Background: an optimization exercise with open tools, aiming at small area. Do not read the settings as production practice.
Only simulation tests tie the RTL to the original design; equivalence was not proved.
Power figures rest on the tool's default switching activity, not on a simulated workload.

job 101:
Design cond_alu_shift_mult_branch_execute_unit, start of the top module:
module cond_alu_shift_mult_branch_execute_unit (
  input  logic        clk_i,
  input  logic        rst_ni,
  input  logic        exe_valid_i,
  output logic        exe_ready_o,
  input  logic [1:0]  exe_func_i,
  input  logic [3:0]  exe_cond_i,
  input  logic [3:0]  exe_opcode_i,
  input  logic        exe_imm_operand_i,
  input  logic        exe_set_flags_i,
  input  logic [3:0]  exe_reg_n_i,
  input  logic [3:0]  exe_reg_d_i,
  input  logic [11:0] exe_operand2_i,
  input  logic        exe_accumulate_or_link_i,
  input  logic [23:0] exe_branch_offset_i,
  input  logic [31:0] exe_load_value_i,
  output logic        res_valid_o,
  input  logic        res_ready_i,
  output logic        res_executed_o,
  output logic        res_wrote_register_o,
  output logic [3:0]  res_dest_reg_o,
  output logic [31:0] res_result_o,
  output logic        res_flag_n_o,
  output logic        res_flag_z_o,
  output logic        res_flag_c_o,
  output logic        res_flag_v_o,
  output logic        res_flush_o
);
Size: roughly 600 flip-flops, roughly 140 I/O pins, about 16000 µm² of cells after synthesis.
Settings: LEC_CHECK=0, CAP_MARGIN=20, CORE_MARGIN=2, CORE_UTILIZATION=70, SLEW_MARGIN=20; clock period 20.0 ns.
standard.sh (not shown) runs the stock make flow with config.mk's settings and CLKGATE_MAP_FILE= SYNTH_SCRIPT=/design/flow/synth_recipe.tcl, a recipe that flattens the netlist after the stock synthesis.
==> flow/flow/run.sh <==
#!/bin/bash
# Standard ORFS layout with three changes:
#  - synthesis maps the logic with flow/abc_area.script (through flow/my_synth.tcl,
#    which is synth_recipe.tcl plus an abc wrapper); registers are untouched
#  - the ports get buf_1 buffers
#  - CTS uses clkbuf_8 with small sink clusters and inserts no dummy loads
set -euo pipefail
export MY_ABC_SCRIPT=$PWD/flow/abc_area.script
bash standard.sh \
  "SYNTH_SCRIPT=$PWD/flow/my_synth.tcl" \
  'BUFFER_PORTS_ARGS=-buffer_cell sky130_fd_sc_hd__buf_1' \
  'CTS_ARGS=-sink_clustering_enable -repair_clock_nets -dont_use_dummy_load -buf_list sky130_fd_sc_hd__clkbuf_8 -sink_clustering_size 20 -sink_clustering_max_diameter 60' \
  finish > flow_make.log 2>&1
==> flow/flow/abc_area.script <==
strash
&get -n
&st
&syn2
&dch -f
&put
amap
topo
dnsize -c
==> flow/flow/my_synth.tcl <==
proc synth {args} { yosys synth -nofsm -noshare {*}$args }
# map the logic with the abc script named by MY_ABC_SCRIPT instead of ORFS's
proc abc {args} {
  set i [lsearch -exact $args -script]
  if { $i >= 0 && [info exists ::env(MY_ABC_SCRIPT)] } {
    lset args [expr {$i + 1}] $::env(MY_ABC_SCRIPT)
  }
  yosys abc {*}$args
}
source $::env(SCRIPTS_DIR)/synth.tcl
# left out here: clear keep_hierarchy, flatten, clean up, hide names made inside functions, write 1_2_yosys.v
The following lists how job 102 was set up differently from job 101:
diff --git a/flow/design.v b/flow/design.v
--- a/flow/design.v
+++ b/flow/design.v
@@ -223,30 +223,32 @@
   always_comb begin
     for (int i = 0; i < 16; i++) rin[i] = (we[i] || clr_q) ? wd : head[i];
   end
   always_ff @(posedge clk_i) begin
     for (int i = 0; i < 16; i++) rf_q[i] <= {rin[i], rf_q[i][31:1]};
   end
+  logic [7:0]  kreg_q;
   logic [7:0]  k8;
   logic [1:0]  ty;
   logic [4:0]  k5;
   logic        kz, big, eq32;
   logic [4:0]  tap;
   logic [31:0] p_q;
   logic [31:0] pn_q;    
   assign p_q = ~pn_q;
   logic        rot;
   logic        lo_ok;    
   logic        bsh;
-  logic [1:0] kx_q;
+  logic [7:0] m_q;
+  assign kreg_q = m_q[7:0];
   always_comb begin
     if (exe_imm_operand_i) begin
       k8 = {3'd0, o2[11:8], 1'b0};
       ty = 2'd3;
     end else begin
-      k8 = o2[4] ? {kx_q, res_executed_o, res_wrote_register_o, res_dest_reg_o} : {3'd0, o2[11:7]};
+      k8 = o2[4] ? kreg_q : {3'd0, o2[11:7]};
       ty = o2[6:5];
     end
   end
   assign k5    = k8[4:0];
   assign kz    = (k8 == 8'd0);
   assign big   = (k8[7:5] != 3'd0);
@@ -354,32 +356,38 @@
     we = '0;
     wd = !clr_q && (in_pre ? s : rbit);
     if (in_alu && wr_main) we[target] = 1'b1;
     if (in_pre && is_br)   we[14]     = 1'b1;
   end
   logic       accept;
+  logic       ex_q, wr_q;
+  logic [3:0] dst_q;
+  assign ex_q  = m_q[5];
+  assign wr_q  = m_q[4];
+  assign dst_q = m_q[3:0];
   assign accept = exe_ready_o && exe_valid_i;
   always_ff @(posedge clk_i or negedge rst_ni) begin
     if (!rst_ni) begin
       fl_q <= 4'd0;
     end else if (accept && exec && exe_set_flags_i && !is_br && !is_ld) begin
       fl_q[3] <= rbit;
       fl_q[2] <= zf_q && !rbit;
       if (is_dp) fl_q[1] <= logic_op ? shc : co;
     end
   end
   always_ff @(posedge clk_i) begin
-    if (in_pre && c_q[4:3] == 2'd0)
-      {kx_q, res_executed_o, res_wrote_register_o, res_dest_reg_o} <= {yh, kx_q, res_executed_o, res_wrote_register_o, res_dest_reg_o[3:1]};
-    else if (accept)
-      {res_executed_o, res_wrote_register_o, res_dest_reg_o} <= {exec, wr_main, wr_main ? target : 4'd0};
+    if (in_pre && c_q[4:3] == 2'd0) m_q[7:0] <= {yh, m_q[7:1]};
+    else if (accept)                m_q[5:0] <= {exec, wr_main, wr_main ? target : 4'd0};
   end
   assign res_valid_o          = rv_q;
+  assign res_executed_o       = ex_q;
+  assign res_wrote_register_o = wr_q;
+  assign res_dest_reg_o       = dst_q;
   assign res_flag_n_o         = fl_q[3];
   assign res_flag_z_o         = fl_q[2];
   assign res_flag_c_o         = fl_q[1];
   assign res_flag_v_o         = fl_q[0];
-  assign res_flush_o          = res_wrote_register_o && (res_dest_reg_o == 4'd15);
+  assign res_flush_o          = wr_q && (dst_q == 4'd15);
   always_comb begin
     for (int i = 0; i < 32; i++) res_result_o[i] = r_q[31 - i];
   end
 endmodule
### Flow results
- Job 102 -> job 101: total power draw flat
- On first-pass GRT wire length, job 101 and job 102 are neck and neck.
- Job 102 ends up with a flop-to-flop setup slack that is 0.59 ns higher than in job 101.
- Between job 101 and job 102, the flow reports area of combinational cells with multiple inputs increasing by a few percent.
- The die of job 102 is larger than the one used in job 101.
- Changes observed in job 102 relative to job 101: leakage power figure rose 0.021 nW, global routing usage on met3 rose 2.1 points, peak fanout along the critical path fell 21, met3 wirelength from detailed routing rose 720 µm, worst setup slack fell 0.022 ns.
- Diff job 101..job 102 | final worst-path cycle share | negligible

[static timing again, ports no longer ideal]
The results above use ideal ports. As a check the final layouts listed here were re-extracted and re-timed, cells and wires unchanged. Step 1 (the two cells are an assumption about what drives the block):
set clk [get_ports {clk_i}]
set_driving_cell -lib_cell sky130_fd_sc_hd__clkbuf_16 $clk
set_driving_cell -lib_cell sky130_fd_sc_hd__buf_2 [delete_from_list [all_inputs] $clk]
Step 2 moves the port delays by t, midway between the first and last clock arrival at a register: inputs arrive t later, outputs are due t later. That takes back most of the time a late clock gives input paths. a / b / c = no drivers / after step 1 / after step 2; a / b = the first two.
| run | t, ns | slack for setup (ns) | worst setup path at the end | clock arrival spread, ns | pins driven straight from the clock port |
|---|---|---|---|---|---|
| job 101 | 0.569 | 0.814 / 0.782 / 0.214 | input to register | 0.075 / 0.075 | 1 |
| job 102 | 0.580 | 0.791 / 0.783 / 0.203 | input to register | 0.095 / 0.094 | 1 |
After both steps every run listed still meets setup and hold. For job 101, which loses most, drivers alone change the setup slack by -0.032 ns; drivers and shift together by -0.600 ns.
